Context: an optimization exercise on an open-source flow, tuned for small area, a short achievable clock period and few clock cycles per item. The choices shown serve that exercise and are no tape-out recipe.
RTL that was checked went through simulation tests only; none was proved equivalent to the original.
Only the layout flow was run in run 1; the RTL was not checked for function there.
Power and IR drop assume default switching activity.

===== flow/design.v =====
module muldiv_engine #(
  parameter int WIDTH      = 32,
  parameter int MUL_STAGES = 2
) (
  input  logic             clock,
  input  logic             reset,
  input  logic             flush,
  input  logic [WIDTH-1:0] in_src0,
  input  logic [WIDTH-1:0] in_src1,
  input  logic [1:0]       in_op,
  input  logic             in_sign,
  input  logic             in_valid,
  output logic             in_ready,
  output logic             out_valid,
  input  logic             out_ready,
  output logic [WIDTH-1:0] out_res0,
  output logic [WIDTH-1:0] out_res1,
  output logic             busy
);
  localparam logic [2:0] IDLE = 3'd0;
  localparam logic [2:0] MUL  = 3'd1;
  localparam logic [2:0] NORM = 3'd2;
  localparam logic [2:0] DIV  = 3'd3;
  localparam logic [2:0] DONE = 3'd4;
  localparam logic [1:0] OP_MUL = 2'd1;
  localparam logic [1:0] OP_DIV = 2'd2;
  logic [2:0]  state;
  logic [4:0]  cnt;      
  logic [63:0] P;        
  logic [34:0] A;        
  logic [32:0] B;        
  logic        qneg, qnz;
  logic [4:0]  qpos;
  logic [5:0]  bc;       
  logic accept;
  assign in_ready  = (state == IDLE) && !flush;
  assign accept    = in_valid && in_ready;
  assign out_valid = (state == DONE);
  assign busy      = (state != IDLE);
  logic [31:0] qmask;
  always_comb
    for (int i = 0; i < 32; i++) qmask[i] = qneg & qnz & (qpos < i);
  assign out_res0 = P[31:0] ^ qmask;
  assign out_res1 = P[63:32];
  function automatic logic [5:0] muldiv_len(input logic [31:0] t);
    muldiv_len[5] = t[31];
    muldiv_len[4] = t[15] & ~t[31];
    muldiv_len[3] = (t[7] & ~t[15]) | (t[23] & ~t[31]);
    muldiv_len[2] = 1'b0;
    muldiv_len[1] = 1'b0;
    muldiv_len[0] = 1'b0;
    for (int m = 3; m < 32; m += 8) muldiv_len[2] = muldiv_len[2] | (t[m] & ~t[m+4]);
    for (int m = 1; m < 32; m += 4) muldiv_len[1] = muldiv_len[1] | (t[m] & ~t[m+2]);
    for (int m = 0; m < 31; m += 2) muldiv_len[0] = muldiv_len[0] | (t[m] & ~t[m+1]);
  endfunction
  logic        nega, negb, dz, swap;
  logic [31:0] yb, bm1, mcand, mplier;
  logic [34:0] ealign;
  logic [31:0] ea, eb, tha, thb;
  logic [5:0]  la, lb;
  logic        dtriv;
  logic [6:0]  diff;
  assign nega   = in_sign & in_src0[31];
  assign negb   = in_sign & in_src1[31];
  assign yb     = in_src1 ^ {32{negb}};
  assign ea     = {in_src0[31] & ~in_sign, in_src0[31:1] ^ in_src0[30:0]};
  assign eb     = {in_src1[31] & ~in_sign, in_src1[31:1] ^ in_src1[30:0]};
  muldiv_smear u_tha (.x(ea), .t(tha));
  muldiv_smear u_thb (.x(eb), .t(thb));
  assign la     = muldiv_len(tha);
  assign lb     = muldiv_len(thb);
  muldiv_add #(.N(32)) u_bm1 (.a(in_src1), .b(32'hffffffff), .cin(1'b0), .s(bm1));
  assign dz     = (in_src1 == 32'd0);
  assign swap   = |({thb[31], thb[27], thb[23], thb[19], thb[15], thb[11], thb[7], thb[3]}
                    & ~{tha[31], tha[27], tha[23], tha[19], tha[15], tha[11], tha[7], tha[3]});
  assign mcand  = swap ? in_src1 : in_src0;
  assign mplier = swap ? in_src0 : in_src1;
  assign dtriv  = dz | |(thb & ~(nega ? {tha[30:0], 1'b1} : tha));
  assign diff   = {1'b0, B[5:0]} + {6'd0, dneg} - {1'b0, B[11:6]};
  assign ealign = {35{~dneg}}
                ^ (35'(A << {diff[5:1], 1'b1})
                   | ({35{~dpos | dneg}} & ~(35'h7ffffffff << {diff[5:1], 1'b1})));
  function automatic logic [5:0] booth_ctl(input logic [4:0] w);
    booth_ctl = {w[4] & ~(w[3] & w[2]), w[3] ^ w[2],
                 (w[4] & ~w[3] & ~w[2]) | (~w[4] & w[3] & w[2]),
                 w[2] & ~(w[1] & w[0]), w[1] ^ w[0],
                 (w[2] & ~w[1] & ~w[0]) | (~w[2] & w[1] & w[0])};
  endfunction
  logic [37:0] bx, bxa, bxb;
  logic [3:0]  cnt_dn, ia, ib;
  logic [8:0]  oha, ohb;
  logic [5:0]  bc_next, bca, bcb;
  logic        n1, o1, t1b, n0, o0, t0b;
  logic [34:0] s1, s0, pp1, pp0;
  logic [63:0] mul_next;
  assign cnt_dn  = cnt[3:0] - 4'd1;
  assign bx      = {{4{B[32]}}, B, 1'b0};
  assign bc_next = booth_ctl(bx[{cnt_dn, 2'b00} +: 5]);
  assign oha     = {1'b0, tha[31], tha[27], tha[23], tha[19], tha[15], tha[11], tha[7], tha[3]}
                 ^ {tha[31], tha[27], tha[23], tha[19], tha[15], tha[11], tha[7], tha[3], 1'b1};
  assign ohb     = {1'b0, thb[31], thb[27], thb[23], thb[19], thb[15], thb[11], thb[7], thb[3]}
                 ^ {thb[31], thb[27], thb[23], thb[19], thb[15], thb[11], thb[7], thb[3], 1'b1};
  assign ia      = {oha[8], |oha[7:4], oha[7] | oha[6] | oha[3] | oha[2],
                    oha[7] | oha[5] | oha[3] | oha[1]};
  assign ib      = {ohb[8], |ohb[7:4], ohb[7] | ohb[6] | ohb[3] | ohb[2],
                    ohb[7] | ohb[5] | ohb[3] | ohb[1]};
  assign bxa     = {{5{in_sign & in_src0[31]}}, in_src0, 1'b0};
  assign bxb     = {{5{in_sign & in_src1[31]}}, in_src1, 1'b0};
  always_comb begin
    logic [4:0] wa, wb;
    wa = 5'd0;
    wb = 5'd0;
    for (int c = 0; c < 9; c++) begin
      wa = wa | ({5{oha[c]}} & bxa[4*c +: 5]);
      wb = wb | ({5{ohb[c]}} & bxb[4*c +: 5]);
    end
    bca = booth_ctl(wa);
    bcb = booth_ctl(wb);
  end
  assign {n1, o1, t1b, n0, o0, t0b} = bc;
  assign s1  = ({35{o1}} & A) | ({35{t1b}} & {A[33:0], 1'b0});
  assign s0  = ({35{o0}} & A) | ({35{t0b}} & {A[33:0], 1'b0});
  assign pp1 = s1 ^ {35{n1}};
  assign pp0 = s0 ^ {35{n0}};
  logic [37:0] ml, my1, my0, cs_s, cs_c;
  logic [2:0]  mu;
  assign ml   = {P[33:0], 1'b0, n1, 1'b0, n0};
  assign my1  = {pp1[34], pp1, 2'b00};
  assign my0  = {{3{pp0[34]}}, pp0};
  assign cs_s = ml ^ my1 ^ my0;
  assign cs_c = (ml & my1) | (ml & my0) | (my1 & my0);
  assign mu   = {2'b00, cs_c[37]} - {2'b00, my1[37]} - {2'b00, my0[37]};
  muldiv_add #(.N(64)) u_mul (.a({P[59:34], cs_s}), .b({{23{mu[2]}}, mu, cs_c[36:0], 1'b0}),
                              .cin(1'b0), .s(mul_next));
  logic [34:0] rx, d1, d2a, eh;
  logic [35:0] d2b, cs3_s, cs3_c;
  logic        sd1, sd2a, sd2b;
  logic        ge1, ge2, dpos, dneg, cval, cdec;
  logic [31:0] r2;
  assign rx    = {{3{dneg & P[63]}}, P[63:32]};
  assign eh    = {A[34], A[34:1]};
  assign cval  = dneg | dpos;
  assign cdec  = ~dneg & dpos;
  assign cs3_s = {rx[34], rx} ^ {A[34], A} ^ {eh[34], eh};
  assign cs3_c = {((rx & A) | (rx & eh) | (A & eh)), cval};
  muldiv_add2 #(.N(35)) u_d1  (.a(rx), .b(A),  .cv(cval), .cd(cdec), .s(d1),  .sd(sd1));
  muldiv_add2 #(.N(35)) u_d2a (.a(rx), .b(eh), .cv(cval), .cd(cdec), .s(d2a), .sd(sd2a));
  muldiv_add2 #(.N(36)) u_d2b (.a(cs3_s), .b(cs3_c), .cv(cval), .cd(cdec), .s(d2b), .sd(sd2b));
  assign ge1 = sd1 ^ ~dneg;
  assign ge2 = ge1 ? (sd2b ^ ~dneg) : (sd2a ^ ~dneg);
  assign r2  = ge1 ? (ge2 ? d2b[31:0] : d1[31:0]) : (ge2 ? d2a[31:0] : P[63:32]);
  always_ff @(posedge clock) begin
    if (reset) begin
      state <= IDLE;
    end else if (flush) begin
      state <= IDLE;
    end else begin
      case (state)
        IDLE: begin
          if (accept) begin
            if (in_op == OP_MUL) state <= MUL;
            else if (in_op == OP_DIV) state <= dtriv ? DONE : NORM;
          end
        end
        MUL:  if (cnt == 5'd0) state <= DONE;
        NORM: state <= DIV;
        DIV:  if (cnt == 5'd0) state <= DONE;
        DONE: if (out_ready) state <= IDLE;
        default: state <= IDLE;
      endcase
    end
  end
  always_ff @(posedge clock) begin
    case (state)
      IDLE: begin
        if (accept) begin
          if (in_op == OP_DIV) begin
            A    <= {3'b000, (nega & ~negb) ? bm1 : yb};
            B    <= {21'd0, lb, la};
            P    <= {in_src0, {32{dz}}};
            dpos <= ~negb;
            dneg <= nega;
            qneg <= (nega ^ negb) & ~dz;
            qnz  <= 1'b0;
          end else begin
            A    <= {{3{in_sign & mcand[31]}}, mcand};
            B    <= {in_sign & mplier[31], mplier};
            bc   <= swap ? bca : bcb;
            P    <= 64'd0;
            cnt  <= {1'b0, swap ? ia : ib};
            qneg <= 1'b0;
          end
        end
      end
      MUL: begin
        P   <= mul_next;
        bc  <= bc_next;
        cnt <= cnt - 5'd1;
      end
      NORM: begin
        A   <= ealign;
        cnt <= diff[5:1];
      end
      DIV: begin
        P   <= {r2, P[29:0], ge1, ge2};
        if (ge2) begin
          qnz  <= 1'b1;
          qpos <= 5'd0;
        end else if (ge1) begin
          qnz  <= 1'b1;
          qpos <= 5'd1;
        end else begin
          qpos <= qpos + 5'd2;
        end
        A   <= {{2{A[34]}}, A[34:2]};
        cnt <= cnt - 5'd1;
      end
      default: ;
    endcase
  end
endmodule
module muldiv_add #(
  parameter int N = 32
) (
  input  logic [N-1:0] a,
  input  logic [N-1:0] b,
  input  logic         cin,
  output logic [N-1:0] s
);
  localparam int L = $clog2(N);
  logic [N-1:0] p0;
  logic [N-1:0] g [0:L];
  logic [N-1:0] p [0:L];
  assign p0   = a ^ b;
  assign g[0] = (a & b) | {{(N-1){1'b0}}, p0[0] & cin};
  assign p[0] = p0;
  for (genvar l = 0; l < L; l++) begin : g_lvl
    for (genvar i = 0; i < N; i++) begin : g_bit
      if ((i >> l) % 2 == 1) begin : g_comb
        localparam int J = ((i >> l) << l) - 1;
        assign g[l+1][i] = g[l][i] | (p[l][i] & g[l][J]);
        assign p[l+1][i] = p[l][i] & p[l][J];
      end else begin : g_pass
        assign g[l+1][i] = g[l][i];
        assign p[l+1][i] = p[l][i];
      end
    end
  end
  assign s = p0 ^ {g[L][N-2:0], cin};
endmodule
module muldiv_add2 #(
  parameter int N = 32
) (
  input  logic [N-1:0] a,
  input  logic [N-1:0] b,
  input  logic         cv,
  input  logic         cd,
  output logic [N-1:0] s,
  output logic         sd
);
  localparam int L = $clog2(N);
  logic [N-1:0] p0;
  logic [N-1:0] g [0:L];
  logic [N-1:0] p [0:L];
  assign p0   = a ^ b;
  assign g[0] = a & b;
  assign p[0] = p0;
  for (genvar l = 0; l < L; l++) begin : g_lvl
    for (genvar i = 0; i < N; i++) begin : g_bit
      if ((i >> l) % 2 == 1) begin : g_comb
        localparam int J = ((i >> l) << l) - 1;
        assign g[l+1][i] = g[l][i] | (p[l][i] & g[l][J]);
        assign p[l+1][i] = p[l][i] & p[l][J];
      end else begin : g_pass
        assign g[l+1][i] = g[l][i];
        assign p[l+1][i] = p[l][i];
      end
    end
  end
  assign s  = p0 ^ {g[L][N-2:0] | (p[L][N-2:0] & {(N-1){cv}}), cv};
  assign sd = p0[N-1] ^ (g[L][N-2] | (p[L][N-2] & cd));
endmodule
module muldiv_smear (
  input  logic [31:0] x,
  output logic [31:0] t
);
  logic [31:0] o [0:5];
  assign o[0] = x;
  for (genvar l = 0; l < 5; l++) begin : g_lvl
    for (genvar i = 0; i < 32; i++) begin : g_bit
      if (((31 - i) >> l) % 2 == 1) begin : g_comb
        localparam int J = 31 - ((((31 - i) >> l) << l) - 1);
        assign o[l+1][i] = o[l][i] | o[l][J];
      end else begin : g_pass
        assign o[l+1][i] = o[l][i];
      end
    end
  end
  assign t = o[5];
endmodule

===== flow/flow/run.sh =====
#!/bin/bash
# Standard synthesis and layout; only the setup repair margin is raised so
# that repair_timing works towards a shorter period than the 11 ns clock.
set -euo pipefail
bash standard.sh synth > synth.log 2>&1
bash standard.sh finish SETUP_SLACK_MARGIN=6 > layout.log 2>&1

===== flow/standard.sh =====
#!/bin/bash
# synth_recipe.tcl (not shown) runs the flow's synth.tcl, then flattens the netlist and writes it again
# the make line also repeats each setting of config.mk as NAME=value (left out here)
make -C /OpenROAD-flow-scripts/flow DESIGN_CONFIG=/design/flow/config.mk WORK_HOME=/design/flow/orfs CLKGATE_MAP_FILE= SYNTH_SCRIPT=/design/flow/synth_recipe.tcl "${@:-finish}"

===== flow/config.mk =====
export PLATFORM = sky130hd
export DESIGN_NAME = muldiv_engine
export DESIGN_NICKNAME = muldiv_engine
export VERILOG_FILES = /design/flow/design.v
export SDC_FILE = /design/flow/constraint.sdc
export NUM_CORES = 4
export LEC_CHECK = 0
export CAP_MARGIN = 5
export CORE_MARGIN = 2
export CORE_UTILIZATION = 40
export SLEW_MARGIN = 5
export TNS_END_PERCENT = 5

===== flow/constraint.sdc =====
create_clock -name core_clock -period 11.0 [get_ports {clock}]
set_input_delay 2.2000 -clock core_clock [delete_from_list [all_inputs] [get_ports {clock}]]
set_output_delay 2.2000 -clock core_clock [all_outputs]
set_load 0.01 [all_outputs]

==> results of run 1 <==
metrics by stage:
step / instances / total power [mW] / utilization [%]
6_report: 4028 / 4.05 / 46.8
5_1_grt: 4026 / 4.29 / 46.8
4_1_cts: 3989 / 3.94 / 46.0
3_5_place_dp: 3895 / 3.24 / 43.6
3_3_place_gp: 3895 / 3.21 / 43.6
2_1_floorplan: 3066 / 2.55 / -
critical path: cells and delay by family:
family	cells	cell delay (ns)
simple gates	6	1.55
buf+inv	3	1.10
compound gates	3	0.80
fa+ha+maj	1	0.25
layout make-up:
type,instances,area [µm²],area share (%)
Antenna cell,2,5.00,0.0170
Clock buffer,17,425,1.45
Clock inverter,15,184,0.627
Inverter,138,528,1.80
Multi-Input combinational cell,2543,19700,67.0
Sequential cell,155,4620,15.8
Tap cell,846,1060,3.61
Timing Repair Buffer,312,2860,9.75
routing by layer:
| layer | up-vias | track usage, % | part of all wire, % |
|---|---|---|---|
| met2 | 1595 | 51.5 | 43 |
| li1 | 11644 | - | - |
| met1 | 12754 | 45.3 | 41 |
| met4 | 8 | 16.7 | 5.9 |
| met5 | - | 0 | 0.041 |
| met3 | 296 | 6.94 | 10 |
state kept, by name, summed over array words and instances (netlist names):
register / cells
P: 64
dpos: 1
qpos: 5
B: 33
cnt: 5
qneg: 1
dneg: 1
bc: 6
state: 3
A: 35
qnz: 1
layout by cell type (no fill, tap or decap), drive strengths merged, types with 24 or more instances in the layout:
master and count:
fa 77, nand4 33, nand2b 34, nor2 195, clkdlybuf4s50 83, o221ai 31
a22oi 104, a21oi 266, clkbuf 24, nor3 60, o21ai 178, edfxtp 152
xor2 101, buf 201, nor2b 29, mux2i 131, inv 141, nand3 83
xnor2 191, nand2 239, o211ai 41, a211oi 27, a31oi 54, o22ai 36
a21o 46, a221oi 28, ha 218
path summary, 6_finish.rpt:
path,from,endpoint,slack [ns]
max reg2reg,bc[4]$_DFFE_PP_,P[61]$_DFFE_PP_,5.45
min,A[13]$_DFFE_PP_,A[11]$_DFFE_PP_,0.61
min reg2reg,A[13]$_DFFE_PP_,A[11]$_DFFE_PP_,0.61
max,in_src1[3],A[29]$_DFFE_PP_,5.31
power by group:
part	total, mW	internal, mW	leakage, nW	switching, mW
logic	2.65	1.07	10.2	1.59
registers	0.751	0.699	1.47	0.0515
clock network	0.652	0.344	0.298	0.308
total	4.05	2.11	11.9	1.95
logic make-up after synthesis:
| kind of cell | Yosys count | share of synthesized area, % |
|---|---|---|
| compound gates | 991 | 26.1 |
| xor+xnor | 293 | 10.2 |
| fa+ha+maj | 295 | 16.9 |
| buf+inv | 369 | 6.18 |
| flops | 155 | 18.3 |
| mux | 157 | 6.88 |
| simple gates | 806 | 15.5 |
timing repair:
item | CTS | global route
setup buffers | 61 | 35
gates cloned | 1 | 2
gates resized for setup | 304 | 67
pin swaps | 29 | 21
endpoints found under the setup margin | 178 | 167
==> metrics.md, run 1 <==
| Metric | Value |
|---|---|
| Outcome | complete, no violations |
| Initial antenna violation count | 6 |
| Nets | 3,534 |
| GRT Overall Usage | 33.8% |
| Hold crit path type | flip-flop to flip-flop |
| DRC violations left | 0 |
| Worst path cell trace | clkdlybuf4s50_1 -> inv_1 -> ha_1 -> nand3_1 -> nor4_1 -> nand2_1 -> inv_1 -> nand4_1 -> nor2_1 -> nor3_1 -> o21ai_0 -> a31oi_1 -> a221o_1 |
| DRT Wirelength | 115 mm |
| Fin crit share | 51.7% |
| First-pass GRT wire length | 166 mm |
| Crit path largest cell delay | 0.64 ns |
| Fmax | 176 MHz |
| Initial Util | 40.3% |
| Clock Root Buffer | clkbuf_16 |
| Die Span Y | 255 µm |
| Worst hold stages | 2 |
| Syn Nets | 3,433 |
| Yosys top cell by area | edfxtp_1 |
| Drt via density | 6.53 |
| Worst Setup Start Kind | input port |
| Most instantiated cells after synthesis | a21oi_1, nand2_1, ha_1, nor2_1, xnor2_1 |
| Ranking of synthesized cells by area | edfxtp_1, ha_1, xnor2_1 |
| H-tree Lvls | 4 |
| Detailed Route Iter0 Violations | 3,379 |
| CTS Sinks | 155 |
| Worst path slowest cell | clkdlybuf4s50_1 |
| Yosys cell types | between 90 and 100 |
| Post-route minimum period | 5.69 ns |
| Die width | 255 µm |
| Placed inst area | about 27,000 µm² |
| Synth warnings | 15 |
| Core area | 62,700 µm² |
| Syn avg cell area | 8.25 µm² |
| Top FF cell, synth | edfxtp_1 |
| Fin. max-slew vios | 0 |
| Share of cells above drive strength 1 | approximately 13% |
| Most common cell in the synthesized netlist | a21oi_1 |
| Clk latency of the worst-skew pair | 0.50 ns |
| Maximum vdd drop | 88.2 µV |
| # hold bufs at CTS | 0 |
| Power per cell area | between 100 and 150 nW/µm² |
| Total gr overflow | 0 |
| Worst-Margin Slew | 1.15 ns |
| Final hold violation count | 0 |
| Via count | 26,297 |
| Async SR Flop Fraction | 0% |
| Clock transition at path regs | 0.07 ns |
| CTS tree | built |
| IO Count | between 100 and 150 |
| Total CTS buffers | 17 |
| Drt pass-1 iters | 9 |
| FF-to-FF path depth | 19 |
| Critical Path Fanout Max | 6 |
| Leakage | 11.9 nW |
| Seq/Total Area, Yosys | 18.3% |
| Design area | 29,400 µm² |
| Final setup fails | 0 |
| Worst EP required | 11.22 ns |
| Post-synthesis instance area | between 20,000 and 30,000 µm² |
| I/O Buffers | around 140 |
| Vias in the first global route | around 25,000 |
| Cells after synthesis | just over 3,000 |
| CP endpoint kind | flip-flop |
| RSZ-0062 raised after global routing | yes |
| Crit path kind | input port to flip-flop |
| MaxCap Viol Count | 0 |
| Hpwl dp | 86.2 mm |
| Number of synthesized flops with an enable pin | between 150 and 200 |
| Row count | 92 |
| Fin Hold WS | 0.609 ns |
| Final GP Congestion | approximately 1 |
| Number of synthesized register bits | 155 |
| Final WS setup | 5.31 ns |
| Area grow syn2layout | 16.1% |
| Post-route setup TNS | 0 ns |
| Critical path data arrival time | 5.92 ns |
| Relative slew slack | 22.6% |
| Largest net degree at the start of global routing | 50 |
| Clock Skew | roughly 0.029 ns |
| Share of the synthesized area in the top cell type | a little under a fifth |
| Most common cell on crit path | inv_1 |
| DP Worst Slack | 3.59 ns |
| Avg WL per Cell | roughly 28 µm |
| Post-route ant nets | 0 |
| Die area | 65,200 µm² |
| Fillcell total | 6,092 |
| CTS Buffer Depth | 2 |
==> inputs of run 2 (changes only) <==
--- a/flow/design.v
+++ b/flow/design.v
@@ -54,7 +54,7 @@
     for (int m = 0; m < 31; m += 2) muldiv_len[0] = muldiv_len[0] | (t[m] & ~t[m+1]);
   endfunction
   logic        nega, negb, dz, swap;
-  logic [31:0] yb, bm1, mcand, mplier;
+  logic [31:0] yb, ysrc, mcand, mplier;
   logic [34:0] ealign;
   logic [31:0] ea, eb, tha, thb;
   logic [5:0]  la, lb;
@@ -69,7 +69,6 @@
   muldiv_smear u_thb (.x(eb), .t(thb));
   assign la     = muldiv_len(tha);
   assign lb     = muldiv_len(thb);
-  muldiv_add #(.N(32)) u_bm1 (.a(in_src1), .b(32'hffffffff), .cin(1'b0), .s(bm1));
   assign dz     = (in_src1 == 32'd0);
   assign swap   = |({thb[31], thb[27], thb[23], thb[19], thb[15], thb[11], thb[7], thb[3]}
                     & ~{tha[31], tha[27], tha[23], tha[19], tha[15], tha[11], tha[7], tha[3]});
@@ -77,8 +76,9 @@
   assign mplier = swap ? in_src0 : in_src1;
   assign dtriv  = dz | |(thb & ~(nega ? {tha[30:0], 1'b1} : tha));
   assign diff   = {1'b0, B[5:0]} + {6'd0, dneg} - {1'b0, B[11:6]};
+  assign ysrc   = (dneg & dpos) ? A[31:0] - 32'd1 : A[31:0];
   assign ealign = {35{~dneg}}
-                ^ (35'(A << {diff[5:1], 1'b1})
+                ^ (35'(ysrc << {diff[5:1], 1'b1})
                    | ({35{~dpos | dneg}} & ~(35'h7ffffffff << {diff[5:1], 1'b1})));
   function automatic logic [5:0] booth_ctl(input logic [4:0] w);
     booth_ctl = {w[4] & ~(w[3] & w[2]), w[3] ^ w[2],
@@ -175,7 +175,7 @@
       IDLE: begin
         if (accept) begin
           if (in_op == OP_DIV) begin
-            A    <= {3'b000, (nega & ~negb) ? bm1 : yb};
+            A    <= {3'b000, yb};
             B    <= {21'd0, lb, la};
             P    <= {in_src0, {32{dz}}};
             dpos <= ~negb;
--- a/flow/config.mk
+++ b/flow/config.mk
@@ -5,8 +5,9 @@
 export SDC_FILE = /design/flow/constraint.sdc
 export NUM_CORES = 4
 export LEC_CHECK = 0
-export CAP_MARGIN = 5
+export CAP_MARGIN = 20
 export CORE_MARGIN = 2
 export CORE_UTILIZATION = 40
-export SLEW_MARGIN = 5
+export PLACE_DENSITY = 0.8
+export SLEW_MARGIN = 20
 export TNS_END_PERCENT = 5
==> run 2 against run 1 <==
  * Clock power hardly changed
  * Core utilization is 1.2 points higher
  * Power grew 6.6%
  * First-iteration DRC count rose by 43%
  * Synthesized cell count up 1.3%
  * Synthesized area decreased by 0.42%
  * Die area is 0.41% lower
  * Hold slack better by 0.0095 ns
==> metrics.md, run 2 <==
| Metric | Value |
|---|---|
| DRT Wirelength | 105 mm |
| Die area | 65,000 µm² |
| GRT Overall Usage | 31.0% |
| Multi-input gate area | roughly 20,000 µm² |
| HP Start | P[28]$_DFFE_PP_ |
| Worst-Margin Slew | roughly 1.2 ns |
| Switching share of power | around half |
| Core area | 61,900 µm² |
| Vias in the first global route | ~25,000 |
| Detailed Route Iter0 Violations | around 4,800 |
| Hpwl dp | 77.6 mm |
| Worst EP required | 11.33 ns |
| CTS tree | built |
| Async SR Flop Fraction | 0% |
| Final GP Congestion | ~1.1 |
| Register name with the most flops | P |
| Synth warnings | 12 |
| Total gr overflow | 0 |
| Clk latency of the worst-skew pair | 0.50 ns |
| DRC violations left | 0 |
| Hold crit path type | flip-flop to flip-flop |
| Post-synthesis instance area | 25,200 µm² |
| Reg area | 4630 µm² |
| Share of the synthesized area in the top cell type | 18.1% |
| Overall Power | 4.32 mW |
| Syn Nets | 3,469 |
| Outcome | complete, no violations |
| IO Count | approximately 140 |
| Seq pwr share | 17.6% |
| Worst R2R End | P[50]$_DFFE_PP_ |
| FF-to-FF path depth | 12 |
| Ranking of synthesized cells by area | edfxtp_1, ha_1, xnor2_1 |
| Number of synthesized register bits | around 160 |
| Final hold violation count | 0 |
| I/O Buffers | 138 |
| Post-route ant nets | 0 |
| Area grow syn2layout | 18.1% |
| Clock transition at path regs | about 0.09 ns |
| Clock Skew | 0.0261 ns |
| Post-route setup TNS | 0 ns |
| Top FF cell, synth | edfxtp_1 |
| CTS Sinks | 155 |
| Critical path data arrival time | 5.96 ns |
| Seq/Total Area, Yosys | 18.4% |
| Most instantiated cells after synthesis | a21oi_1, nor2_1, ha_1, nand2_1, xnor2_1 |
| Initial Util | 40.7% |
| Maximum vdd drop | between 100 and 150 µV |
| RSZ-0062 raised after global routing | yes |
| Yosys top cell by area | edfxtp_1 |
| Clk network pwr share | 15.1% |
| CTS Buffer Depth | 2 |
| Share of cells above drive strength 1 | a little over an eighth |
| Fmax | 178 MHz |
| Leakage | 11.8 nW |
| Fillcell total | 5,956 |
| Avg WL per Cell | 25.9 µm |
| Number of synthesized flops with an enable pin | between 150 and 200 |
| Post-route minimum period | 5.63 ns |
| Commonest non-fill, non-tap cell in the layout | a21oi_1 |
| Syn avg cell area | 8.10 µm² |
| Final setup fails | 0 |
| Clock Root Buffer | clkbuf_16 |
| DP Cell Count | 3,914 |
| H-tree Lvls | 4 |
| Design area | roughly 30,000 µm² |
| Nets | 3,558 |
| Layout Cells excl Fill | 4,047 |
| MaxCap Viol Count | 0 |
| Internal | 2.19 mW |
| Total CTS buffers | 17 |
| Reg2reg setup slack | 5.81 ns |
| Max reg flops | 64 |
| Initial antenna violation count | 3 |
| CP endpoint kind | flip-flop |
| Worst hold stages | 1 |
| Power per cell area | between 100 and 150 nW/µm² |
| Drt pass-1 iters | 8 |
| Crit path kind | input port to flip-flop |
| Drt via density | approximately 6.7 |
| # hold bufs at CTS | 0 |
| Fin crit share | 51.2% |
| Sink of the worst hold path | P[30]$_DFFE_PP_ |
| Largest registers | P (64), A (35), B (33) |
| Worst Setup Start Kind | input port |
| Reg-to-reg critical path startpoint | A[23]$_DFFE_PP_ |
| First-pass GRT wire length | 151 mm |
| Cells after synthesis | 3,107 |
| Sw power | approximately 2.1 mW |
| Largest net degree at the start of global routing | 56 |
| Most frequent cells in the layout | a21oi_1, nor2_1, nand2_1 |
| Via count | 26,997 |
| Placed inst area | 27,300 µm² |
| Die Span Y | between 200 and 300 µm |
| Relative slew slack | 19.9% |
| Critical Path Fanout Max | 7 |
| Logic pwr share | 67.3% |
| Fin. max-slew vios | 0 |
| Die width | 255 µm |
| Row count | 91 |
| Yosys cell types | between 90 and 100 |
run 2: cell count changes in the layout (fill, tap and decap cells not counted), moves of 18 or more:
| cell | delta |
|---|---|
| xor2_1 | +20 |
| buf_4 | -23 |
| o21ai_1 | +42 |
| a31oi_1 | -29 |
| mux2i_1 | -58 |
| nand2_1 | -38 |
| o22ai_1 | -18 |
| nor2_1 | +64 |
run 2: metal layers:
layer / global-route usage (%) / routed length, µm
met5: 0 / 89
met4: 17.5 / 7570
met3: 9.91 / 15900
met2: 44.8 / 42300
met1: 40.6 / 38900
run 2: kinds of logic after synthesis:
group           Yosys count  synth area share, %
flops                   155                 18.4
buf+inv                 384                 6.32
fa+ha+maj               290                 16.7
compound gates         1000                 26.6
xor+xnor                314                 11.0
simple gates            873                 16.9
mux                      91                 4.12
run 2: worst max-delay path: stages:
cell,delay [ns]
buf_6,0.13
or4_4,0.55
a22oi_4,0.20
nand4b_4,0.15
buf_6,0.16
or4_4,0.55
ha_4,0.30
inv_2,0.07
a22oi_2,0.21
nand2_1,0.09
a221o_1,0.32
a221o_2,0.42
buf_6,0.15
o22a_1,0.21
o311ai_1,0.25
run 2: what timing repair did:
action	in CTS	in global routing
gates resized for setup	288	117
pin swaps	22	30
cloned	5	3
setup buffers	50	41
setup endpoints to repair	143	163
run 2: final cells by class:
class | instances | area share, %
Timing Repair Buffer | 313 | 10.2
Clock inverter | 15 | 0.694
Inverter | 140 | 1.81
Clock buffer | 17 | 1.43
Antenna cell | 1 | 0.00842
Tap cell | 837 | 3.52
Sequential cell | 155 | 15.6
Multi-Input combinational cell | 2569 | 66.8
run 2: worst max path at each step:
stage / start / slack, ns / end / cells past startpoint
CTS: in_src0[21] / 5.38 / bc[0]$_DFFE_PP_ / 16
global route: in_src0[20] / 5.33 / bc[3]$_DFFE_PP_ / 16
floorplan: in_src1[31] / 5.15 / bc[4]$_DFFE_PP_ / 18
global placement: in_src0[31] / 3.37 / A[26]$_DFFE_PP_ / 15
detailed placement: in_src0[31] / 3.22 / A[26]$_DFFE_PP_ / 15
finish: in_src0[18] / 5.37 / bc[0]$_DFFE_PP_ / 15
run 2: power groups by stage:
stage / Sequential [mW] / Combinational (mW) / Clock, mW
after floorplan: 0.755 / 1.93 / 0
after global placement: 0.776 / 2.55 / 0
after detailed placement: 0.777 / 2.59 / 0
after CTS: 0.764 / 2.67 / 0.648
after global routing: 0.765 / 3.13 / 0.666
final: 0.762 / 2.91 / 0.653
run 2: metrics by stage:
step / util [%] / setup WS (ns) / hold WS [ns]
after global placement: 44.0 / 3.37 / 0.585
after global routing: 48.0 / 5.33 / 0.641
after CTS: 46.7 / 5.38 / 0.617
final: 48.0 / 5.37 / 0.618
after detailed placement: 44.0 / 3.22 / 0.582
after floorplan: - / 5.15 / 0.553
Testbench counts of run 2, summed over its fixed seeds: cycles 19,131, items 3,200.
==> inputs of run 3 (changes only) <==
--- a/flow/config.mk
+++ b/flow/config.mk
@@ -8,6 +8,5 @@
 export CAP_MARGIN = 20
 export CORE_MARGIN = 2
 export CORE_UTILIZATION = 40
-export PLACE_DENSITY = 0.8
 export SLEW_MARGIN = 20
 export TNS_END_PERCENT = 5
==> run 3 against run 2 <==
  * Core utilization hardly changed
  * Worst setup slack better by 0.075 ns
  * Cell area hardly changed
  * Power is 0.55% higher
==> metrics.md, run 3 <==
| Metric | Value |
|---|---|
| Power per cell area | 146 nW/µm² |
| Relative slew slack | 27.3% |
| IO Count | 139 |
| Nets | roughly 3,600 |
| Vias in the first global route | 24,754 |
| Critical Path Fanout Max | 5 |
| Fmax | between 150 and 200 MHz |
| Final hold violation count | 0 |
| Post-route setup TNS | 0 ns |
| Initial Util | just over 40% |
| Max reg flops | 64 |
| Crit path kind | input port to flip-flop |
| Clock Root Buffer | clkbuf_16 |
| DRT Wirelength | 114 mm |
| HP Start | P[28]$_DFFE_PP_ |
| Outcome | complete, no violations |
| Fin util | 48.0% |
| MaxCap Viol Count | 0 |
| Internal | 2.18 mW |
| Hpwl dp | between 80 and 90 mm |
| Placed inst area | 27,300 µm² |
| DP Worst Slack | 3.21 ns |
| Switching share of power | around half |
| Total CTS buffers | 17 |
| Worst Setup Start Kind | input port |
| Maximum vdd drop | 136 µV |
| Worst hold stages | 1 |
| Yosys cell types | 95 |
| Worst-Margin Slew | 1.08 ns |
| Clock transition at path regs | about 0.070 ns |
| RSZ-0062 raised after global routing | yes |
| Crit path from | in_src0[21] |
| Seq/Total Area, Yosys | between 10% and 20% |
| Worst EP required | 11.23 ns |
| Reg2reg setup slack | 5.85 ns |
| Worst R2R End | P[57]$_DFFE_PP_ |
| Avg WL per Cell | 28.2 µm |
| Post-route ant nets | 0 |
| Reg-to-reg critical path startpoint | A[22]$_DFFE_PP_ |
| Number of synthesized register bits | 155 |
| Hold crit path type | flip-flop to flip-flop |
| Via count | around 26,000 |
| DRC violations left | 0 |
| Core area | 61,900 µm² |
| Ranking of synthesized cells by area | edfxtp_1, ha_1, xnor2_1 |
| First-pass GRT wire length | about 160 mm |
| Row count | 91 |
| Clk network pwr share | 14.5% |
| CTS tree | built |
| Fin. max-slew vios | 0 |
| Syn Nets | 3,469 |
| Largest registers | P (64), A (35), B (33) |
| Yosys top cell by area | edfxtp_1 |
| Most instantiated cells after synthesis | a21oi_1, nor2_1, ha_1, nand2_1, xnor2_1 |
| Synth warnings | 12 |
| Logic pwr share | 67.9% |
| Syn avg cell area | ~8.1 µm² |
| Area grow syn2layout | 18.2% |
| CTS Sinks | ~160 |
| Drt pass-1 iters | 5 |
| Share of the synthesized area in the top cell type | roughly 18% |
| Sink of the worst hold path | P[30]$_DFFE_PP_ |
| Final GP Congestion | 1.02 |
| H-tree Lvls | 4 |
| Async SR Flop Fraction | 0% |
| CTS Buffer Depth | 2 |
| Leakage | 11.7 nW |
| Register name with the most flops | P |
| Fin crit share | about half |
| Post-route minimum period | 5.55 ns |
| Sw power | 2.17 mW |
| Die area | 65,000 µm² |
| Initial antenna violation count | 1 |
| Post-synthesis instance area | approximately 25,000 µm² |
| FF-to-FF path depth | 14 |
| Commonest non-fill, non-tap cell in the layout | a21oi_1 |
| Most frequent cells in the layout | a21oi_1, nor2_1, nand2_1 |
| Die Span Y | 255 µm |
| Clk latency of the worst-skew pair | 0.50 ns |
| Seq pwr share | 17.6% |
| Total gr overflow | 0 |
| # hold bufs at CTS | 0 |
| Largest net degree at the start of global routing | 56 |
| CP endpoint kind | flip-flop |
| GRT Overall Usage | 34.3% |
| Final WS setup | ~5.4 ns |
| Final setup fails | 0 |
| I/O Buffers | 138 |
| Overall Power | roughly 4.3 mW |
| Number of synthesized flops with an enable pin | 152 |
| Critical path data arrival time | 5.78 ns |
| Design area | between 20,000 and 30,000 µm² |
| Top FF cell, synth | edfxtp_1 |
| Die width | 255 µm |
| Share of cells above drive strength 1 | 14.4% |
| Clock Skew | ~0.019 ns |
| Detailed Route Iter0 Violations | 3,417 |
| Drt via density | roughly 6.5 |
| Cells after synthesis | 3,107 |
run 3: cell counts after synthesis:
No cell type changed its count.
run 3: worst max-delay path by stage:
stage	end	slack (ns)
after global routing	bc[1]$_DFFE_PP_	5.32
after floorplan	bc[4]$_DFFE_PP_	5.15
final	bc[1]$_DFFE_PP_	5.45
after detailed placement	A[23]$_DFFE_PP_	3.21
after global placement	A[25]$_DFFE_PP_	3.28
after CTS	bc[3]$_DFFE_PP_	5.32
run 3: timing repair:
item	CTS	global route
pin swaps	23	43
gates cloned	2	4
setup buffers	39	50
gates resized for setup	294	134
setup endpoints to repair	159	185
run 3: layout make-up:
cell class | count | area (µm²)
fill | 6079 | 32200
multi-input combinational | 2568 | 20000
sequential | 155 | 4630
timing repair buffer | 313 | 2910
tap | 837 | 1050
inverter | 140 | 541
clock buffer | 17 | 425
clock inverter | 15 | 165
antenna | 1 | 2.50
run 3: cell families after synthesis:
group / count (synthesis) / synth area share (%)
fa+ha+maj: 290 / 16.7
simple gates: 873 / 16.9
compound gates: 1000 / 26.6
xor+xnor: 314 / 11.0
buf+inv: 384 / 6.32
flops: 155 / 18.4
mux: 91 / 4.12
run 3: worst max-delay path: stages:
cell      delay, ns
buf_12         0.10
or4_4          0.55
a22oi_4        0.25
nand4b_4       0.17
buf_6          0.16
or4_4          0.55
ha_4           0.31
inv_4          0.05
a22oi_2        0.17
o221ai_2       0.11
a221o_1        0.32
a221oi_4       0.32
inv_2          0.10
ha_4           0.22
mux2i_1        0.13
o21ai_1        0.08
run 3: routing by layer:
metal  GRT usage (%)  vias to the layer above  share of wire [%]
met3            5.65                      275                9.6
li1                -                    11766                  -
met5               0                        -                  0
met1            46.2                    12801                 41
met2            52.5                     1518                 43
met4            18.2                        0                5.6
run 3: power by group through the flow:
| stage | logic [mW] | registers [mW] | clock network (mW) |
|---|---|---|---|
| 2_1_floorplan | 1.93 | 0.755 | 0 |
| 3_3_place_gp | 2.62 | 0.789 | 0 |
| 3_5_place_dp | 2.66 | 0.790 | 0 |
| 4_1_cts | 2.73 | 0.770 | 0.638 |
| 5_1_grt | 3.19 | 0.770 | 0.656 |
| 6_report | 2.95 | 0.766 | 0.630 |
run 3: through the flow:
stage | hold WS [ns] | std cells
floorplan | 0.553 | 3107
global route | 0.638 | 4045
CTS | 0.610 | 3991
finish | 0.619 | 4046
detailed placement | 0.593 | 3918
global placement | 0.575 | 3918
==> inputs of run 4 (changes only) <==
==> flow/flow/run.sh (replaced) <==
#!/bin/bash
# Standard synthesis and layout. Only repair settings differ: the setup
# repair margin is raised so that repair_timing works towards a shorter
# period than the 11 ns clock, the ports get plain buffers, and repair may
# swap a cell for one of another footprint.
set -euo pipefail
bash standard.sh synth > synth.log 2>&1
bash standard.sh finish SETUP_SLACK_MARGIN=6.5 MATCH_CELL_FOOTPRINT=0 \
  'BUFFER_PORTS_ARGS=-buffer_cell sky130_fd_sc_hd__buf_4' > layout.log 2>&1
==> run 4 against run 3 <==
  * Combinational power up 2%
  * Count of clock-buffer cells in the layout unchanged
  * Clock power up 3%
  * Clock skew up 0.0023 ns
  * Critical path type unchanged
  * Largest cell class unchanged
  * Largest power group unchanged
  * Highest routed layer is now met5
==> metrics.md, run 4 <==
| Metric | Value |
|---|---|
| Outcome | complete, no violations |
| Largest registers | P (64), A (35), B (33) |
| Critical path data arrival time | just under 6 ns |
| Reg2reg setup slack | 5.72 ns |
| Avg WL per Cell | about 28 µm |
| Worst Setup EP | bc[0]$_DFFE_PP_ |
| MaxCap Viol Count | 0 |
| Most frequent cells in the layout | buf_4, a21oi_1, nor2_1 |
| Post-route minimum period | approximately 5.6 ns |
| Clk latency of the worst-skew pair | slightly above 0.5 ns |
| CP endpoint kind | flip-flop |
| Core area | 61,900 µm² |
| Register name with the most flops | P |
| Critical Path Fanout Max | 16 |
| First-pass GRT wire length | 163 mm |
| Commonest non-fill, non-tap cell in the layout | buf_4 |
| Async SR Flop Fraction | 0% |
| Power per cell area | 151 nW/µm² |
| Clock transition at path regs | 0.07 ns |
| Yosys top cell by area | edfxtp_1 |
| Nets | 3,534 |
| I/O Buffers | 138 |
| Drt pass-1 iters | 8 |
| FF-to-FF path depth | 16 |
| Hpwl dp | 84.3 mm |
| Internal | 2.26 mW |
| GRT Overall Usage | 33.9% |
| Number of synthesized flops with an enable pin | 152 |
| Hold crit path type | flip-flop to flip-flop |
| Worst Setup Start Kind | input port |
| Final WS setup | 5.45 ns |
| Die width | roughly 250 µm |
| Fin. max-slew vios | 0 |
| Yosys cell types | 95 |
| Most instantiated cells after synthesis | a21oi_1, nor2_1, ha_1, nand2_1, xnor2_1 |
| Drt via density | 6.55 |
| CTS Sinks | 155 |
| Initial antenna violation count | 2 |
| Ranking of synthesized cells by area | edfxtp_1, ha_1, xnor2_1 |
| IO Count | ~140 |
| Total CTS buffers | 17 |
| Fmax | between 150 and 200 MHz |
| Leakage | 11.6 nW |
| Worst EP required | 11.33 ns |
| Layout Cells excl Fill | about 4,000 |
| DRT Wirelength | 111 mm |
| Worst R2R End | A[24]$_DFFE_PP_ |
| Syn avg cell area | slightly above 8 µm² |
| Seq/Total Area, Yosys | 18.4% |
| CTS tree | built |
| Clock Root Buffer | clkbuf_16 |
| Via count | 26,367 |
| Largest net degree at the start of global routing | 57 |
| DP Cell Count | 3,911 |
| RSZ-0062 raised after global routing | yes |
| Sw power | around 2.2 mW |
| Post-synthesis instance area | 25,200 µm² |
| Seq pwr share | 17.2% |
| Crit path from | in_src0[31] |
| Reg-to-reg critical path startpoint | dneg$_DFFE_PP_ |
| Die Span Y | 255 µm |
| Clk network pwr share | between 10% and 20% |
| Area grow syn2layout | 16.4% |
| Share of cells above drive strength 1 | 16.7% |
| Final GP Congestion | between 1 and 1.5 |
| Number of synthesized register bits | 155 |
| Synth warnings | 12 |
| Syn Nets | 3,469 |
| Vias in the first global route | 25,195 |
| Switching share of power | 48.9% |
| Logic pwr share | roughly two thirds |
| Fin Hold WS | 0.602 ns |
| DP Worst Slack | between 4 and 5 ns |
| DRC violations left | 0 |
| Die area | 65,000 µm² |
| Fin crit share | about half |
| Crit path kind | input port to flip-flop |
| Final setup fails | 0 |
| Post-route ant nets | 0 |
| Max reg flops | 64 |
| Worst-Margin Slew | 1.21 ns |
| CTS Buffer Depth | 2 |
| Initial Util | between 40% and 50% |
| Total gr overflow | 0 |
| Cells after synthesis | between 3,000 and 4,000 |
| Top FF cell, synth | edfxtp_1 |
| Overall Power | approximately 4.4 mW |
| H-tree Lvls | 4 |
| Clock Skew | 0.0210 ns |
| Detailed Route Iter0 Violations | 3,319 |
| Post-route setup TNS | 0 ns |
| Share of the synthesized area in the top cell type | 18.1% |
| Row count | 91 |
| Relative slew slack | 19.6% |
| Maximum vdd drop | 141 µV |
| Final hold violation count | 0 |
run 4: cell counts after synthesis:
No cell type changed its count.
run 4: layout make-up:
| class | instances | area, µm² |
|---|---|---|
| antenna | 1 | 2.50 |
| multi-input combinational | 2568 | 20000 |
| clock buffer | 17 | 425 |
| fill | 6103 | 32600 |
| inverter | 140 | 543 |
| clock inverter | 15 | 176 |
| tap | 837 | 1050 |
| timing repair buffer | 289 | 2450 |
| sequential | 155 | 4630 |
| timing repair inverter | 1 | 5.00 |
run 4: repair_timing:
item	4_1_cts	5_1_grt
setup buffers	63	10
gates resized for setup	158	48
hold buffers	0	0
pin swaps	68	16
endpoints found under the setup margin	185	188
cloned	4	1
run 4: worst min-delay path by stage:
stage                     slack (ns)              end  cells after the start             from
after global routing            0.63  P[30]$_DFFE_PP_                      1  P[28]$_DFFE_PP_
after global placement          0.58  P[30]$_DFFE_PP_                      1  P[28]$_DFFE_PP_
after floorplan                 0.55  P[30]$_DFFE_PP_                      1  P[28]$_DFFE_PP_
final                           0.60  P[30]$_DFFE_PP_                      1  P[28]$_DFFE_PP_
after CTS                       0.60  P[30]$_DFFE_PP_                      1  P[28]$_DFFE_PP_
after detailed placement        0.58  P[30]$_DFFE_PP_                      1  P[28]$_DFFE_PP_
run 4: logic make-up (layout without fill, tap and decap cells):
family	Yosys count	in the layout	synth area share [%]
DFF	155	155	18.4
other	0	1	0
and+or+nand+nor	873	873	16.9
AOI/OAI and AO/OA	1000	1000	26.6
adders and majority gates	290	290	16.7
buffers and inverters	384	462	6.32
xor gates and xnor gates	314	314	11.0
muxes	91	91	4.12
run 4: metal layers:
metal	share of wire (%)	up-vias	GRT usage, %
met5	0.012	-	0
li1	-	11714	-
met2	45	1566	53.4
met3	10	280	6.19
met1	40	12805	44.7
met4	5.3	2	16.8
run 4: stage by stage:
| stage | util, % | instance area, µm² |
|---|---|---|
| 2_1_floorplan | - | 25300 |
| 3_3_place_gp | 43.5 | 26900 |
| 3_5_place_dp | 43.5 | 26900 |
| 4_1_cts | 46.7 | 28900 |
| 5_1_grt | 47.3 | 29300 |
| 6_report | 47.3 | 29300 |
run 4: power by group through the flow:
stage | combinational, mW | sequential [mW] | clock [mW]
after CTS | 2.89 | 0.759 | 0.653
after global placement | 2.60 | 0.776 | 0
after global routing | 3.25 | 0.764 | 0.672
after detailed placement | 2.64 | 0.778 | 0
after floorplan | 1.93 | 0.755 | 0
final | 3.01 | 0.760 | 0.648
run 4: worst max-delay path, cell delays in order:
cell and delay, ns:
buf_4 0.25, nand4_1 0.27, a2bb2oi_4 0.27, nand4b_4 0.25
buf_6 0.17, or4_4 0.58, ha_4 0.32, inv_4 0.05
a22oi_2 0.18, o221ai_2 0.12, a221o_1 0.32, a221oi_4 0.28
buf_4 0.17, nand2_1 0.05, o22a_1 0.19, o311ai_2 0.20
==> inputs of run 5 (changes only) <==
--- a/flow/flow/run.sh
+++ b/flow/flow/run.sh
@@ -5,5 +5,5 @@
 # swap a cell for one of another footprint.
 set -euo pipefail
 bash standard.sh synth > synth.log 2>&1
-bash standard.sh finish SETUP_SLACK_MARGIN=6.5 MATCH_CELL_FOOTPRINT=0 \
+bash standard.sh finish SETUP_SLACK_MARGIN=6 MATCH_CELL_FOOTPRINT=0 \
   'BUFFER_PORTS_ARGS=-buffer_cell sky130_fd_sc_hd__buf_4' > layout.log 2>&1
--- a/flow/config.mk
+++ b/flow/config.mk
@@ -9,4 +9,4 @@
 export CORE_MARGIN = 2
 export CORE_UTILIZATION = 40
 export SLEW_MARGIN = 20
-export TNS_END_PERCENT = 5
+export TNS_END_PERCENT = 20
==> run 5 against run 4 <==
  * Still clean on timing, DRC and antenna
  * Sequential power hardly changed
  * Sequential share of layout area is 0.13 points lower
  * Worst setup slack better by 0.022 ns
  * Synthesized area stayed put
  * Synthesized cell count stayed put
  * Via count is 1.8% higher
  * Global-route usage is 1.9 points higher
  * Clock power is 2% higher
  * Clock skew is 0.0058 ns higher
  * Wire length is 7.6% higher
  * Critical path depth is 2 higher
  * Non-clock buffer count is 44 higher
  * Largest cell class unchanged
==> metrics.md, run 5 <==
| Metric | Value |
|---|---|
| IO Count | 139 |
| Reg2reg setup slack | 5.83 ns |
| Most frequent cells in the layout | buf_4, nor2_1, a21oi_1 |
| Seq/Total Area, Yosys | 18.4% |
| Max reg flops | 64 |
| Core area | 61,900 µm² |
| Die width | 255 µm |
| Syn avg cell area | about 8 µm² |
| MaxCap Viol Count | 0 |
| Detailed Route Iter0 Violations | around 3,700 |
| Die area | 65,000 µm² |
| Crit path largest cell delay | 0.34 ns |
| Syn Nets | 3,469 |
| Avg WL per Cell | 29.5 µm |
| Total gr overflow | 0 |
| Top FF cell, synth | edfxtp_1 |
| Fin Hold WS | 0.607 ns |
| HP Start | P[28]$_DFFE_PP_ |
| Hpwl dp | 88.5 mm |
| CP endpoint kind | flip-flop |
| Critical Path Fanout Max | 6 |
| Met2 Resource Use GR | 54.4% |
| Vias in the first global route | ~25,000 |
| Initial Util | 40.7% |
| Worst EP required | 11.24 ns |
| I/O Buffers | 138 |
| Met3 Use GR | 7.05% |
| Share of the synthesized area in the top cell type | ~18% |
| Largest registers | P (64), A (35), B (33) |
| GR peak layer | met2 |
| DRC violations left | 0 |
| Area grow syn2layout | 17.3% |
| GRT Overall Usage | about 36% |
| Worst Setup Start Kind | input port |
| Worst R2R End | A[24]$_DFFE_PP_ |
| Fin crit share | 50.3% |
| Final GP Congestion | 1.01 |
| Ranking of synthesized cells by area | edfxtp_1, ha_1, xnor2_1 |
| Critical path data arrival time | 5.77 ns |
| Post-synthesis instance area | between 20,000 and 30,000 µm² |
| Largest net degree at the start of global routing | between 50 and 60 |
| Multi-input gate area | ~20,000 µm² |
| Drt pass-1 iters | 8 |
| Layout Cells excl Fill | 4,067 |
| Number of synthesized register bits | around 160 |
| Worst path cell trace | buf_4 -> inv_1 -> ha_1 -> nor3_2 -> nand3_2 -> nor3_4 -> and2_4 -> inv_2 -> ha_4 -> inv_1 -> a22oi_1 -> o221ai_1 -> a221o_1 -> a221oi_4 -> inv_2 -> ha_1 -> mux2i_1 -> o21ai_1 |
| Fillcell total | approximately 6,000 |
| Relative slew slack | 20.0% |
| Drt via density | 6.60 |
| Sink of the worst hold path | P[30]$_DFFE_PP_ |
| Outcome | complete, no violations |
| CTS Sinks | ~160 |
| Worst path slowest cell | ha_1 |
| Most instantiated cells after synthesis | a21oi_1, nor2_1, ha_1, nand2_1, xnor2_1 |
| DRT Wirelength | 120 mm |
| Worst-Margin Slew | between 1 and 1.5 ns |
| Register name with the most flops | P |
| Reg area | 4630 µm² |
| First-pass GRT wire length | 169 mm |
| Commonest non-fill, non-tap cell in the layout | buf_4 |
| Final setup fails | 0 |
| CTS Buffer Depth | 2 |
| Post-route setup TNS | 0 ns |
| GRT met1 Usage | between 40% and 50% |
| Fmax | 181 MHz |
| H-tree Lvls | 4 |
| DP Cell Count | 3,908 |
| Final hold violation count | 0 |
| Synth warnings | 12 |
| Die Span Y | 255 µm |
| Via count | 26,852 |
| Fin. max-slew vios | 0 |
| Async SR Flop Fraction | 0% |
| Share of cells above drive strength 1 | 16.8% |
| Leakage | 11.9 nW |
| Clock transition at path regs | 0.08 ns |
| Clock Skew | 0.0268 ns |
| Yosys top cell by area | edfxtp_1 |
| Nets | 3,578 |
| Yosys cell types | 95 |
| Cells after synthesis | 3,107 |
| Number of synthesized flops with an enable pin | 152 |
| Hold crit path type | flip-flop to flip-flop |
| Reg-to-reg critical path startpoint | dneg$_DFFE_PP_ |
| FF-to-FF path depth | 16 |
| CTS tree | built |
| Row count | 91 |
| Initial antenna violation count | 1 |
| Post-route minimum period | around 5.5 ns |
| Clock Root Buffer | clkbuf_16 |
| Power per cell area | 150 nW/µm² |
| RSZ-0062 raised after global routing | yes |
| Post-route ant nets | 0 |
| Worst hold stages | 1 |
| Maximum vdd drop | 135 µV |
| Total CTS buffers | 17 |
| Crit path kind | input port to flip-flop |
| Clk latency of the worst-skew pair | 0.52 ns |
## run 5: final cells by class
type / instances / area share, %
multi-input combinational: 2568 / 67.0
sequential: 155 / 15.7
timing repair buffer: 333 / 9.84
tap: 837 / 3.55
inverter: 140 / 1.83
clock buffer: 17 / 1.44
clock inverter: 15 / 0.640
timing repair inverter: 1 / 0.0254
antenna: 1 / 0.00847
## run 5: timing repair
action,in CTS,in global routing
setup buffers,66,50
setup endpoints to repair,154,158
hold buffers,0,0
resized for setup,79,107
pin swaps,14,25
gates cloned,6,4
## run 5: worst max path at each step
stage                     cells past startpoint   startpoint               to  slack (ns)
after floorplan                              17  in_src0[23]  bc[4]$_DFFE_PP_        5.16
after global placement                       14  in_src1[26]  A[24]$_DFFE_PP_        3.92
after detailed placement                     14  in_src1[26]  A[26]$_DFFE_PP_        3.81
after CTS                                    16  in_src0[22]  bc[4]$_DFFE_PP_        5.37
after global routing                         17  in_src0[29]  bc[3]$_DFFE_PP_        5.35
final                                        18   in_src1[8]  bc[4]$_DFFE_PP_        5.47
## run 5: metrics by stage
stage	instance area, µm²	power [mW]	setup slack, ns	util, %
final	29500	4.44	5.47	47.7
after global routing	29500	4.69	5.35	47.7
after CTS	28500	4.19	5.37	46.1
after detailed placement	26900	3.45	3.81	43.4
after global placement	26900	3.41	3.92	43.4
after floorplan	25300	2.68	5.16	-
## run 5: kinds of logic after synthesis
logic type	after synthesis	share of synthesized area, %
muxes	91	4.12
DFF	155	18.4
xor gates and xnor gates	314	11.0
adders and majority gates	290	16.7
buffers and inverters	384	6.32
and+or+nand+nor	873	16.9
AOI/OAI and AO/OA	1000	26.6
## run 5: metal layers
layer  share of wire [%]  vias up
met5                   0        -
met3                  10      289
li1                    -    11797
met4                 5.9        0
met2                  43     1666
met1                  40    13100
## run 5: power breakdown
part           total, mW  internal (mW)  leakage [nW]  switching [mW]
logic               3.02           1.19          10.1            1.83
registers          0.758          0.703          1.46          0.0542
clock network      0.662          0.311         0.300           0.350
## run 5: worst max-delay path: cells and delay by family
family	cells	cell delay [ns]
and+or+nand+nor	4	0.99
buffers and inverters	5	0.46
adders and majority gates	3	0.93
AOI/OAI and AO/OA	5	1.00
muxes	1	0.17
==> inputs of run 6 (changes only) <==
--- a/flow/config.mk
+++ b/flow/config.mk
@@ -8,5 +8,6 @@
 export CAP_MARGIN = 20
 export CORE_MARGIN = 2
 export CORE_UTILIZATION = 40
+export GPL_TIMING_DRIVEN = 0
 export SLEW_MARGIN = 20
-export TNS_END_PERCENT = 20
+export TNS_END_PERCENT = 5
==> run 6 against run 5 <==
  * Cell count up 3.6%
  * Clock skew down 0.015 ns
  * Register-to-register slack worse by 0.29 ns
  * Die area unchanged
  * Global-route usage down 2.0 points
  * Non-clock buffer count up 147
  * Synthesized cell count unchanged
  * Sequential power down 0.7%
  * Wire length down 5.5%
  * Critical path depth down 1
  * Critical path type unchanged
  * Highest routed layer is now met5
==> metrics.md, run 6 <==
| Metric | Value |
|---|---|
| Hold crit path type | flip-flop to flip-flop |
| Post-route setup TNS | 0 ns |
| Die Span Y | 255 µm |
| # hold bufs at CTS | 0 |
| Via count | 27,217 |
| Top FF cell, synth | edfxtp_1 |
| CTS tree | built |
| DRT Wirelength | 113 mm |
| Synth warnings | 12 |
| Core area | 61,900 µm² |
| Number of synthesized flops with an enable pin | 152 |
| Cells after synthesis | a little over 3,000 |
| Leakage | 12.0 nW |
| IO Count | 139 |
| DRC violations left | 0 |
| Worst path slowest cell | or4_4 |
| Die width | 255 µm |
| Drt pass-1 iters | 9 |
| Post-synthesis instance area | 25,200 µm² |
| Die area | 65,000 µm² |
| I/O Buffers | 125 |
| Register name with the most flops | P |
| Relative slew slack | 15.5% |
| Drt via density | 6.46 |
| Hpwl dp | 88.5 mm |
| Clk latency of the worst-skew pair | 0.50 ns |
| Final hold violation count | 0 |
| Internal | 2.28 mW |
| Clock Root Buffer | clkbuf_16 |
| Most instantiated cells after synthesis | a21oi_1, nor2_1, ha_1, nand2_1, xnor2_1 |
| Number of synthesized register bits | 155 |
| Post-route minimum period | 5.73 ns |
| Clk network pwr share | 13.7% |
| Outcome | complete, no violations |
| Area grow syn2layout | 19.6% |
| Multi-input gate area | 20,100 µm² |
| MaxCap Viol Count | 0 |
| CTS Sinks | 155 |
| First-pass GRT wire length | 161 mm |
| Row count | 91 |
| Seq/Total Area, Yosys | 18.4% |
| Yosys top cell by area | edfxtp_1 |
| RSZ-0062 raised after global routing | yes |
| Buf/Inv on CP | 4 |
| Avg WL per Cell | 26.9 µm |
| Critical path data arrival time | 5.98 ns |
| Fmax | 175 MHz |
| Nets | 3,724 |
| Ranking of synthesized cells by area | edfxtp_1, ha_1, xnor2_1 |
| Fillcell total | 6,184 |
| Commonest non-fill, non-tap cell in the layout | buf_4 |
| Sw power | around 2.2 mW |
| Power per cell area | ~150 nW/µm² |
| Seq pwr share | 16.9% |
| Fin. max-slew vios | 0 |
| Maximum vdd drop | 150 µV |
| Vias in the first global route | 24,590 |
| CP endpoint kind | flip-flop |
| Worst EP required | 11.25 ns |
| Clock Skew | 0.0120 ns |
| Critical Path Fanout Max | 4 |
| Crit path kind | input port to flip-flop |
| Max reg flops | 64 |
| Worst-Margin Slew | 1.26 ns |
| Share of cells above drive strength 1 | about 18% |
| Largest net degree at the start of global routing | 35 |
| Delay-heaviest family, CP | simple AND/OR/NAND/NOR gates |
| Detailed Route Iter0 Violations | 3,443 |
| Reg area | 4620 µm² |
| Crit path largest cell delay | ~0.55 ns |
| Final setup fails | 0 |
| Async SR Flop Fraction | 0% |
| Most frequent cells in the layout | buf_4, a21oi_1, nor2_1 |
| Post-route ant nets | 0 |
| Yosys cell types | between 90 and 100 |
| Initial Util | ~41% |
| Syn Nets | 3,469 |
| Initial antenna violation count | 2 |
| Total CTS buffers | 17 |
| Final GP Congestion | about 1.1 |
| Total gr overflow | 0 |
| Worst Setup Start Kind | input port |
| Switching share of power | between 40% and 50% |
| Logic pwr share | 69.5% |
| Fin util | 48.6% |
| Largest registers | P (64), A (35), B (33) |
| Worst path cell trace | buf_8 -> or4_4 -> a22oi_4 -> nand4b_4 -> or4_4 -> buf_8 -> nor3_4 -> inv_2 -> ha_4 -> inv_4 -> a22oi_1 -> nand2_1 -> a221o_1 -> a221o_1 -> nor2_2 -> a2111oi_4 -> a311oi_2 |
| Fin crit share | roughly 52% |
| Share of the synthesized area in the top cell type | a little under a fifth |
| GRT Overall Usage | 33.9% |
| CTS Buffer Depth | 2 |
| Clock transition at path regs | 0.07 ns |
| Syn avg cell area | roughly 8.1 µm² |
| H-tree Lvls | 4 |
## run 6: cell count changes in the layout (fill, tap and decap cells not counted), moves of 7 or more
cell	before	now
buf_12	16	5
buf_6	10	21
a22oi_2	6	23
a22oi_1	84	67
clkbuf_16	25	18
clkbuf_2	0	36
clkbuf_1	0	107
clkbuf_4	0	10
buf_2	0	19
ha_1	198	180
ha_4	13	27
buf_4	297	269
buf_1	0	9
## run 6: final timing paths
kind	start	end	slack, ns	cells after the start
max	in_src0[24]	bc[3]$_DFFE_PP_	5.27	17
min	P[28]$_DFFE_PP_	P[30]$_DFFE_PP_	0.59	1
min reg2reg	P[28]$_DFFE_PP_	P[30]$_DFFE_PP_	0.59	1
max reg2reg	dneg$_DFFE_PP_	A[27]$_DFFE_PP_	5.54	17
## run 6: cell families after synthesis
kind of cell               after synthesis  share of synthesized area (%)
DFF                                    155                           18.4
adders and majority gates              290                           16.7
AOI/OAI and AO/OA                     1000                           26.6
buffers and inverters                  384                           6.32
xor gates and xnor gates               314                           11.0
muxes                                   91                           4.12
and+or+nand+nor                        873                           16.9
## run 6: worst reg2reg max path, delay by kind of cell, from the launching register on
kind                       cells  cell delay, ns
adders and majority gates      2            1.01
xor gates and xnor gates       1            0.21
muxes                          1            0.18
buffers and inverters          6            1.87
AOI/OAI and AO/OA              5            1.38
and+or+nand+nor                2            0.19
DFF                            1            0.35
## run 6: through the flow
stage	instances	total power, mW	setup WS [ns]	cell area [µm²]	hold WS (ns)
after global routing	4212	4.71	5.23	30100	0.631
after CTS	4129	4.11	5.30	28500	0.591
after detailed placement	4073	3.43	3.44	27300	0.574
after floorplan	3107	2.68	5.16	25300	0.553
after global placement	4069	3.43	2.61	27300	0.568
final	4213	4.47	5.27	30100	0.588
## run 6: final cells by class
type / count / area share, %
timing repair buffer: 236 / 6.33
clock buffer: 18 / 1.43
antenna: 1 / 0.00831
multi-input combinational: 2568 / 66.8
tap: 837 / 3.48
buffer: 244 / 4.41
inverter: 140 / 1.77
sequential: 155 / 15.4
clock inverter: 14 / 0.445
## run 6: repair_timing
item,CTS,global route
hold endpoints to repair,0,0
setup endpoints to repair,159,162
setup buffers,24,83
pin swaps,11,65
gates resized for setup,140,322
## run 6: per-layer routing
layer  vias to the layer above  part of all wire (%)  global-route usage (%)
li1                      12101                     -                       -
met1                     12969                    40                    45.0
met2                      1790                    43                    51.0
met3                       355                    11                    7.28
met4                         2                   6.5                    19.2
met5                         -                 0.011                       0
## run 6: power groups by stage
| stage | logic, mW | clock network [mW] | registers (mW) |
|---|---|---|---|
| 5_1_grt | 3.33 | 0.625 | 0.757 |
| 3_3_place_gp | 2.63 | 0 | 0.792 |
| 4_1_cts | 2.73 | 0.607 | 0.778 |
| 2_1_floorplan | 1.93 | 0 | 0.755 |
| 3_5_place_dp | 2.64 | 0 | 0.792 |
| 6_report | 3.10 | 0.611 | 0.753 |
==> inputs of run 7 (changes only) <==
--- a/flow/config.mk
+++ b/flow/config.mk
@@ -8,6 +8,5 @@
 export CAP_MARGIN = 20
 export CORE_MARGIN = 2
 export CORE_UTILIZATION = 40
-export GPL_TIMING_DRIVEN = 0
 export SLEW_MARGIN = 20
 export TNS_END_PERCENT = 5
==> run 7 against run 6 <==
  * Still clean on timing, DRC and antenna
  * Register-to-register slack better by 0.08 ns
  * Non-clock buffer count shrank 216
  * Clock power is 6.2% higher
  * Cell count shrank 5.1%
  * Highest routed layer unchanged
==> metrics.md, run 7 <==
| Metric | Value |
|---|---|
| Worst Setup EP | A[29]$_DFFE_PP_ |
| Register name with the most flops | P |
| I/O Buffers | 138 |
| Area grow syn2layout | 13.6% |
| XOR/XNOR Fraction of Synth Area | 11.0% |
| Via count | 26,141 |
| Hpwl dp | 86.9 mm |
| H-tree Lvls | 4 |
| Avg WL per Cell | 28.0 µm |
| Most frequent cells in the layout | a21oi_1, nor2_1, buf_4 |
| MaxCap Viol Count | 0 |
| Total gr overflow | 0 |
| Reg2reg setup slack | between 5 and 6 ns |
| Vias in the first global route | ~25,000 |
| DRT Wirelength | 112 mm |
| Worst Setup Start Kind | input port |
| Largest family of logic cells by synthesized area | compound AO/OA/AOI/OAI gates |
| Largest net degree at the start of global routing | 56 |
| FF-to-FF path depth | 16 |
| Hold crit path type | flip-flop to flip-flop |
| Share of the synthesized area in the top cell type | 18.1% |
| Max reg flops | 64 |
| Post-route minimum period | 5.59 ns |
| Number of synthesized flops with an enable pin | roughly 150 |
| Post-synthesis instance area | 25,200 µm² |
| Share of cells above drive strength 1 | about 14% |
| Final setup fails | 0 |
| Syn Nets | 3,469 |
| Fin. max-slew vios | 0 |
| Core area | 61,900 µm² |
| Multi-input gate area | 19,600 µm² |
| Compound-Gate Fraction of Synth Area | between 20% and 30% |
| Die Span Y | between 200 and 300 µm |
| Die area | 65,000 µm² |
| Drt pass-1 iters | 7 |
| Relative slew slack | between 20% and 30% |
| Clock Skew | 0.0193 ns |
| CTS Buffer Depth | 2 |
| Worst-Margin Slew | 1.11 ns |
| Crit path kind | input port to flip-flop |
| RSZ-0062 raised after global routing | yes |
| First-pass GRT wire length | 163 mm |
| Mux contribution to synthesized area | 4.12% |
| Critical path data arrival time | 5.76 ns |
| Initial Util | between 40% and 50% |
| Final hold violation count | 0 |
| Post-route setup TNS | 0 ns |
| CP endpoint kind | flip-flop |
| Detailed Route Iter0 Violations | 3,327 |
| Die width | 255 µm |
| Syn avg cell area | 8.10 µm² |
| Synth warnings | 12 |
| Worst EP required | approximately 11 ns |
| Total CTS buffers | 17 |
| Final GP Congestion | 1.01 |
| Worst R2R End | A[27]$_DFFE_PP_ |
| Leakage | 11.4 nW |
| CTS Sinks | 155 |
| Cells after synthesis | slightly above 3,000 |
| Number of synthesized register bits | 155 |
| Seq/Total Area, Yosys | 18.4% |
| Outcome | complete, no violations |
| Initial antenna violation count | 3 |
| IO Count | 139 |
| CTS tree | built |
| Commonest non-fill, non-tap cell in the layout | a21oi_1 |
| Synth Area in Simple Gates | 16.9% |
| Reg area | 4630 µm² |
| Adder-cell share of the synthesized area | 16.7% |
| Power per cell area | between 100 and 150 nW/µm² |
| Crit path from | in_src0[18] |
## run 7: cell counts after synthesis
Identical to the previous run, type by type.
## run 7: layer usage
metal | global-route usage [%] | share of wire, %
met1 | 44.9 | 41
met2 | 52.8 | 44
met3 | 6.22 | 9.5
met4 | 17.4 | 5.8
met5 | 0 | 0.025
## run 7: cells by family (layout without fill, tap and decap cells)
logic type / Yosys count / in the layout
adders and majority gates: 290 / 290
and+or+nand+nor: 873 / 873
buffers and inverters: 384 / 437
DFF: 155 / 155
other: 0 / 1
xor gates and xnor gates: 314 / 314
AOI/OAI and AO/OA: 1000 / 1000
muxes: 91 / 91
## run 7: repair_timing
item	CTS	global route
setup endpoints to repair	140	141
hold buffers	0	0
gates cloned	1	1
resized for setup	87	42
pin swaps	22	12
buffers inserted	32	15
## run 7: per-stage QoR
step | instance area (µm²) | utilization (%) | total power, mW | setup WS [ns] | instances
detailed placement | 26900 | 43.5 | 3.44 | 4.02 | 3916
CTS | 28300 | 45.6 | 4.17 | 5.29 | 3981
floorplan | 25300 | - | 2.68 | 5.16 | 3107
global placement | 26900 | 43.5 | 3.40 | 4.05 | 3916
global route | 28600 | 46.2 | 4.52 | 5.28 | 3997
finish | 28600 | 46.2 | 4.25 | 5.41 | 3998
## run 7: where the power goes
| group | internal [mW] | switching [mW] | leakage (nW) | total, mW |
|---|---|---|---|---|
| Sequential | 0.704 | 0.0545 | 1.46 | 0.758 |
| Combinational | 1.10 | 1.74 | 9.68 | 2.84 |
| Clock | 0.345 | 0.305 | 0.297 | 0.649 |
| Total | 2.15 | 2.10 | 11.4 | 4.25 |
## run 7: worst min path at each step
stage	startpoint	end	slack, ns	depth (start not counted)
floorplan	P[28]$_DFFE_PP_	P[30]$_DFFE_PP_	0.55	1
global placement	P[28]$_DFFE_PP_	P[30]$_DFFE_PP_	0.59	1
detailed placement	P[28]$_DFFE_PP_	P[30]$_DFFE_PP_	0.58	1
CTS	P[28]$_DFFE_PP_	P[30]$_DFFE_PP_	0.60	1
global route	P[28]$_DFFE_PP_	P[30]$_DFFE_PP_	0.63	1
finish	P[28]$_DFFE_PP_	P[30]$_DFFE_PP_	0.60	1
## run 7: area by class of cell
cell class              instances  area share (%)
well taps                     837            3.66
clock buffers                  18            1.50
inverters                     140            1.88
flip-flops and latches        155            16.2
repair inverters                1          0.0175
diodes                          1         0.00875
repair buffers                264            7.47
multi-input cells            2568            68.7
clock inverters                14           0.630
## run 7: worst max-delay path, stage by stage
cell,delay (ns)
buf_12,0.12
or4_4,0.54
a22oi_4,0.21
nand4b_4,0.17
or4_4,0.51
buf_12,0.16
nor2_8,0.17
a211oi_4,0.08
buf_4,0.25
nand2_1,0.13
buf_8,0.27
nand2_1,0.11
buf_6,0.24
o221ai_4,0.30
o211ai_1,0.23

Check on run 7: ideal ports give 5.412 ns setup slack; a clkbuf_16 on the clock port and buf_2 on the inputs give 5.429 ns; moving port delays by the midpoint clock arrival (0.552 ns) as well gives 4.877 ns.
